From an optimization exercise on the open Yosys and OpenROAD flow, aimed at small area, a short achievable clock period and few clock cycles per item; shortcuts taken in it are not production practice. At most, simulation tests tie the RTL to the original design; equivalence was not proved. The clock port is modelled as an ideal driver; clocking choices that lean on that would not hold on a real chip. No activity file was given, so power comes from the tool's default toggle rates.

==> v10 <==
// mac_operand_scatter
module mac_operand_scatter
#(
   parameter int N_TAPS   = 16,
   parameter int TREE_LAT = 5
) (
   input  logic                      clk,
   input  logic                      reset,
   input  conv_pkg::data_t                     in_data,
   input  logic                      in_valid,
   output logic                      in_ready,
   input  logic                      flush,
   input  logic                      w_we,
   input  logic [$clog2(N_TAPS)-1:0] w_addr,
   input  conv_pkg::data_t                     w_data,
   output logic                      w_err,
   output conv_pkg::data_t [conv_pkg::LANES-1:0]         lane_a,
   output conv_pkg::data_t [conv_pkg::LANES-1:0]         lane_b,
   output logic                      mac_en,
   output logic                      mac_clear,
   output logic                      sum_capture
);
==> flow/config.mk <==
export PLATFORM = sky130hd
export DESIGN_NAME = mac_operand_scatter
export DESIGN_NICKNAME = mac_operand_scatter
export VERILOG_FILES = /design/flow/design.v
export SDC_FILE = /design/flow/constraint.sdc
export NUM_CORES = 4
export LEC_CHECK = 0
export CAP_MARGIN = 20
export CORE_MARGIN = 2
export CORE_UTILIZATION = 70
export CTS_CLUSTER_DIAMETER = 60
export CTS_CLUSTER_SIZE = 30
export PLACE_DENSITY = 0.8
export SETUP_SLACK_MARGIN = 2.8
export SLEW_MARGIN = 20
export SYNTH_HIERARCHICAL = 1
export SYNTH_MINIMUM_KEEP_SIZE = 0
==> flow/constraint.sdc <==
create_clock -name core_clock -period 5.0 [get_ports {clk}]
set_input_delay 1.0000 -clock core_clock [delete_from_list [all_inputs] [get_ports {clk}]]
set_output_delay 1.0000 -clock core_clock [all_outputs]
set_load 0.01 [all_outputs]
standard.sh (not shown) runs the stock make flow with config.mk's settings and CLKGATE_MAP_FILE= SYNTH_SCRIPT=/design/flow/synth_recipe.tcl, a recipe that flattens the netlist after the stock synthesis.
==> flow/flow/run.sh <==
#!/bin/bash
# The standard layout, with the port buffers made of the smallest buffer
# cell instead of the one ORFS picks by default.
set -euo pipefail
export BUFFER_PORTS_ARGS="-buffer_cell sky130_fd_sc_hd__buf_1"
bash standard.sh > standard_flow.log 2>&1
==> v25: changes against v10 <==
==> flow/flow/run.sh (replaced) <==
#!/bin/bash
# The standard layout with two changes:
# - the port buffers are made of the smallest buffer cell instead of the one
#   ORFS picks by default;
# - after clock tree synthesis the tree's root buffer is removed, so the clock
#   port drives the tree's first level (two buffers) directly; timing is then
#   repaired (post_cts.tcl) instead of before the removal.
set -euo pipefail
export BUFFER_PORTS_ARGS="-buffer_cell sky130_fd_sc_hd__buf_1"
export SKIP_CTS_REPAIR_TIMING=1
export POST_CTS_TCL="$PWD/flow/post_cts.tcl"
bash standard.sh > standard_flow.log 2>&1
==> flow/flow/post_cts.tcl (new file) <==
proc remove_clock_root {} {
  set block [ord::get_db_block]
  set clk [$block findNet clk]
  set root ""
  foreach it [$clk getITerms] { if {[$it isInputSignal]} { set root [$it getInst] } }
  if {$root eq ""} { puts "remove_clock_root: no root buffer"; return }
  set rootout ""
  foreach it [$root getITerms] { if {[$it isOutputSignal]} { set rootout [$it getNet] } }
  set loads {}
  foreach it [$rootout getITerms] { if {[$it isInputSignal]} { lappend loads $it } }
  if {[llength $loads] + [llength [$clk getITerms]] - 1 > 4} {
    puts "remove_clock_root: root buffer drives [llength $loads] pins, kept"
    return
  }
  foreach it $loads { $it disconnect; $it connect $clk }
  puts "remove_clock_root: removed [$root getName], moved [llength $loads] loads to clk"
  odb::dbInst_destroy $root
  odb::dbNet_destroy $rootout
}

remove_clock_root
estimate_parasitics -placement
report_clock_latency
repair_timing_helper
detailed_placement
check_placement -verbose
estimate_parasitics -placement
report_worst_slack
Settings changed: SETUP_SLACK_MARGIN 2.8 to 3.0.
==> impl_metrics.json <==
{
  "met1_usage": 0.454,
  "status": "timing/DRC/antenna clean",
  "fill_cells": 1126,
  "cp_max_fo": 14,
  "p_sw_frac": 0.266,
  "cp_cell_sequence": "buf_1 -> nand2b_1 -> nor2_2 -> a21o_2 -> o22ai_1",
  "period_share": 0.408,
  "clock_cell_area_share": 0.0551,
  "min_to": "r_wa[0][12]$_DFF_P_"
}
That was v25.
==> impl_metrics.json <==
{
  "p_sw_frac": 0.263,
  "clock_cell_area_share": 0.0421,
  "status": "timing/DRC/antenna clean",
  "met1_usage": 0.414,
  "fill_cells": 1297,
  "period_share": 0.433,
  "min_to": "r_wa[5][3]$_DFF_P_",
  "cp_cell_sequence": "buf_1",
  "cp_max_fo": 3
}
That was v10.
Testbench counts of v10, summed over its fixed seeds: cycles 4,272, items 2,048.
Testbench counts of v25, summed over its fixed seeds: cycles 4,272, items 2,048.

---

==> run B: inputs <==
mac_operand_scatter again, from the RTL that the note above started with.
==> module mac_operand_scatter, before the edit <==
module mac_operand_scatter
#(
   parameter int N_TAPS   = 16,
   parameter int TREE_LAT = 5
) (
   input  logic                      clk,
   input  logic                      reset,
   input  conv_pkg::data_t                     in_data,
   input  logic                      in_valid,
   output logic                      in_ready,
   input  logic                      flush,
   input  logic                      w_we,
   input  logic [$clog2(N_TAPS)-1:0] w_addr,
   input  conv_pkg::data_t                     w_data,
   output logic                      w_err,
   output conv_pkg::data_t [conv_pkg::LANES-1:0]         lane_a,
   output conv_pkg::data_t [conv_pkg::LANES-1:0]         lane_b,
   output logic                      mac_en,
   output logic                      mac_clear,
   output logic                      sum_capture
);
   localparam int L = conv_pkg::LANES;
   logic              r_ph;           
   logic              r_rdy;          
   logic              r_en;           
   logic [3:0]        r_cnt;          
   logic [TREE_LAT+2:0] r_pipe;       
   conv_pkg::data_t   r_a [L];        
   conv_pkg::data_t   r_b [L];        
   conv_pkg::data_t   r_wa [L];       
   conv_pkg::data_t   r_wb [L];       
   logic              w_full;
   logic              w_shift;
   logic              w_sel_n, w_keep_n;
   logic              w_accept;
   logic              w_form;
   logic              w_wr;
   conv_pkg::data_t   w_dn, w_dz;
   assign w_full   = (r_cnt == 4'd15);
   assign in_ready = r_rdy;
   assign w_shift  = in_valid & r_rdy;
   assign w_sel_n  = ~w_shift;
   assign w_keep_n = w_shift;
   assign w_accept = w_shift & ~flush & ~reset;
   assign w_form   = w_accept & w_full;
   assign w_wr     = w_we & ~(r_pipe[0] & w_addr[3]);
   assign w_dn     = ~w_data;
   assign w_dz     = reset ? '0 : w_data;
   for (genvar gi = 0; gi < L; gi++) begin : g_bank
      conv_pkg::data_t w_sa, w_sb, w_na, w_nb;
      if (gi < L - 1) begin : g_mid
         assign w_sa = r_b[gi+1];
         assign w_sb = r_a[gi+1];
      end else begin : g_top
         assign w_sa = r_ph ? ~r_a[0] : ~in_data;
         assign w_sb = r_ph ? in_data : ~r_b[0];
      end
      sel_cell u_na (.sel_n(w_sel_n), .keep_n(w_keep_n), .nw(w_sa), .old(r_b[gi]), .y(w_na));
      sel_cell u_nb (.sel_n(w_sel_n), .keep_n(w_keep_n), .nw(w_sb), .old(r_a[gi]), .y(w_nb));
      logic w_hit, w_hit_a, w_hit_b;
      logic w_sel_a_n, w_keep_a_n, w_sel_b_n, w_keep_b_n;
      conv_pkg::data_t w_wna, w_wnb;
      assign w_hit      = w_wr && w_addr[2:0] == 3'(gi);
      assign w_hit_a    = w_hit & (w_addr[3] != r_ph);
      assign w_hit_b    = w_hit & (w_addr[3] == r_ph);
      assign w_sel_a_n  = ~w_hit_a | reset;
      assign w_keep_a_n = w_hit_a | reset;
      assign w_sel_b_n  = ~w_hit_b & ~reset;
      assign w_keep_b_n = w_hit_b;
      sel_cell u_wna (.sel_n(w_sel_a_n), .keep_n(w_keep_a_n), .nw(w_dn), .old(r_wb[gi]), .y(w_wna));
      sel_cell u_wnb (.sel_n(w_sel_b_n), .keep_n(w_keep_b_n), .nw(w_dz), .old(r_wa[gi]), .y(w_wnb));
      always_ff @(posedge clk) begin
         r_a[gi]  <= w_na;
         r_b[gi]  <= w_nb;
         r_wa[gi] <= w_wna;
         r_wb[gi] <= w_wnb;
      end
      assign lane_a[gi] = r_a[gi];
      assign lane_b[gi] = r_wa[gi];
   end
   always_ff @(posedge clk) begin
      if (reset) begin
         r_ph   <= 1'b0;
         r_rdy  <= 1'b1;
         r_en   <= 1'b0;
         r_cnt  <= '0;
         r_pipe <= '0;
         w_err  <= 1'b0;
      end else begin
         r_ph  <= ~r_ph;
         r_rdy <= flush | ~r_ph | ~(w_full | (w_accept & r_cnt == 4'd14));
         r_en  <= ~flush & (w_form | r_pipe[0]);
         if (flush)                   r_cnt <= '0;
         else if (w_accept & ~w_full) r_cnt <= r_cnt + 1'b1;
         if (flush) r_pipe <= '0;
         else       r_pipe <= {r_pipe[TREE_LAT+1:0], w_form};
         w_err <= w_we & ~w_wr;
      end
   end
   assign mac_en      = r_en;
   assign mac_clear   = r_pipe[0];
   assign sum_capture = r_pipe[TREE_LAT+2];
endmodule
Settings: LEC_CHECK=0, CAP_MARGIN=20, CORE_MARGIN=2, CORE_UTILIZATION=70, CTS_CLUSTER_DIAMETER=60, CTS_CLUSTER_SIZE=30, PLACE_DENSITY=0.8, SETUP_SLACK_MARGIN=2.7, SLEW_MARGIN=20, SYNTH_HIERARCHICAL=1, SYNTH_MINIMUM_KEEP_SIZE=0; clock period 5.0 ns.
==> flow/flow/run.sh <==
#!/bin/bash
# The standard layout, with the port buffers made of the smallest buffer
# cell instead of the one ORFS picks by default.
set -euo pipefail
export BUFFER_PORTS_ARGS="-buffer_cell sky130_fd_sc_hd__buf_1"
bash standard.sh > standard_flow.log 2>&1
==> inputs of run R, as changes to run B <==
--- a/flow/design.v
+++ b/flow/design.v
@@ -54,8 +54,8 @@
    assign w_full   = (r_cnt == 4'd15);
    assign in_ready = r_rdy;
    assign w_shift  = in_valid & r_rdy;
-   assign w_sel_n  = ~w_shift;
-   assign w_keep_n = w_shift;
+   assign w_sel_n  = ~w_shift | reset;
+   assign w_keep_n = w_shift | reset;
    assign w_accept = w_shift & ~flush & ~reset;
    assign w_form   = w_accept & w_full;
    assign w_wr     = w_we & ~(r_pipe[0] & w_addr[3]);
==> flow/run.sh (new file) <==
#!/bin/bash
# synth_recipe.tcl (not shown) runs the flow's synth.tcl, then flattens the netlist and writes it again
# the make line also repeats each setting of config.mk as NAME=value (left out here)
make -C /OpenROAD-flow-scripts/flow DESIGN_CONFIG=/design/flow/config.mk WORK_HOME=/design/flow/orfs CLKGATE_MAP_FILE= SYNTH_SCRIPT=/design/flow/synth_recipe.tcl finish
Settings changed: CORE_UTILIZATION 70 to 40, CTS_CLUSTER_DIAMETER 60 to default, CTS_CLUSTER_SIZE 30 to default, PLACE_DENSITY 0.8 to default, SETUP_SLACK_MARGIN 2.7 to default.
removed: flow/flow/run.sh
removed: flow/standard.sh
==> qor summary <==
| quantity | run R | run B |
|---|---|---|
| Status | timing/DRC/antenna clean | timing/DRC/antenna clean |
| Router iterations before antenna repair | 4 | 6 |
| Power in the clock group | 3280 µW | 1980 µW |
| Worst Setup Slack post-DPL | 1.76 ns | 1.87 ns |
| Count of inverters not on the clock network in the layout | 16 | 17 |
| Clock buf count | 65 | 22 |
| Met1 demand-to-capacity share in global routing | 0.292 | 0.414 |
| Die X-Extent | 189 µm | 144 µm |
| Cell variety after synth | 34 | 31 |
| Multi-input logic portion of the cell area | 0.206 | 0.244 |
| Routability Congestion | 0.812 | 0.846 |
| Total length of routed met2 wires | 18.7 mm | 17.8 mm |
| Detail Route met3 WL | 3.34 mm | 3.04 mm |
Testbench counts of run B, summed over its fixed seeds: cycles 4,272, items 2,048.
Only the layout flow was run in run R; the RTL was not checked for function there.

-- separate check: timing with driven ports --
How much do the figures lean on ideal ports? The routed layouts below were timed once more, with nothing changed but the port constraints. Step 1 sets driving cells, clkbuf_16 on the clock port and buf_2 on the other inputs (assumed; they add their load-dependent delay and slew). Step 2 times the ports against the registers' clock, not the clock port: input delays grow and output delays shrink by t, the midpoint of the rising clock arrivals with the driver on. Three values: ideal, step 1, step 2; two values: the first two.
run	shift t [ns]	setup slack, ns	worst register clock-pin slew, ns	cell pins on the clock port's net
v10	0.580	2.835 / 2.787 / 2.302	0.11 / 0.11	1
v25	0.471	2.960 / 2.944 / 2.528	0.11 / 0.11	2
run B	0.581	2.727 / 2.747 / 2.166	0.11 / 0.11	1
run R	0.589	2.344 / 2.343 / 1.754	0.07 / 0.07	1
After both steps setup and hold are still met in every run listed. For run R, which loses most, drivers alone change the setup slack by -0.001 ns; drivers and shift together by -0.590 ns.
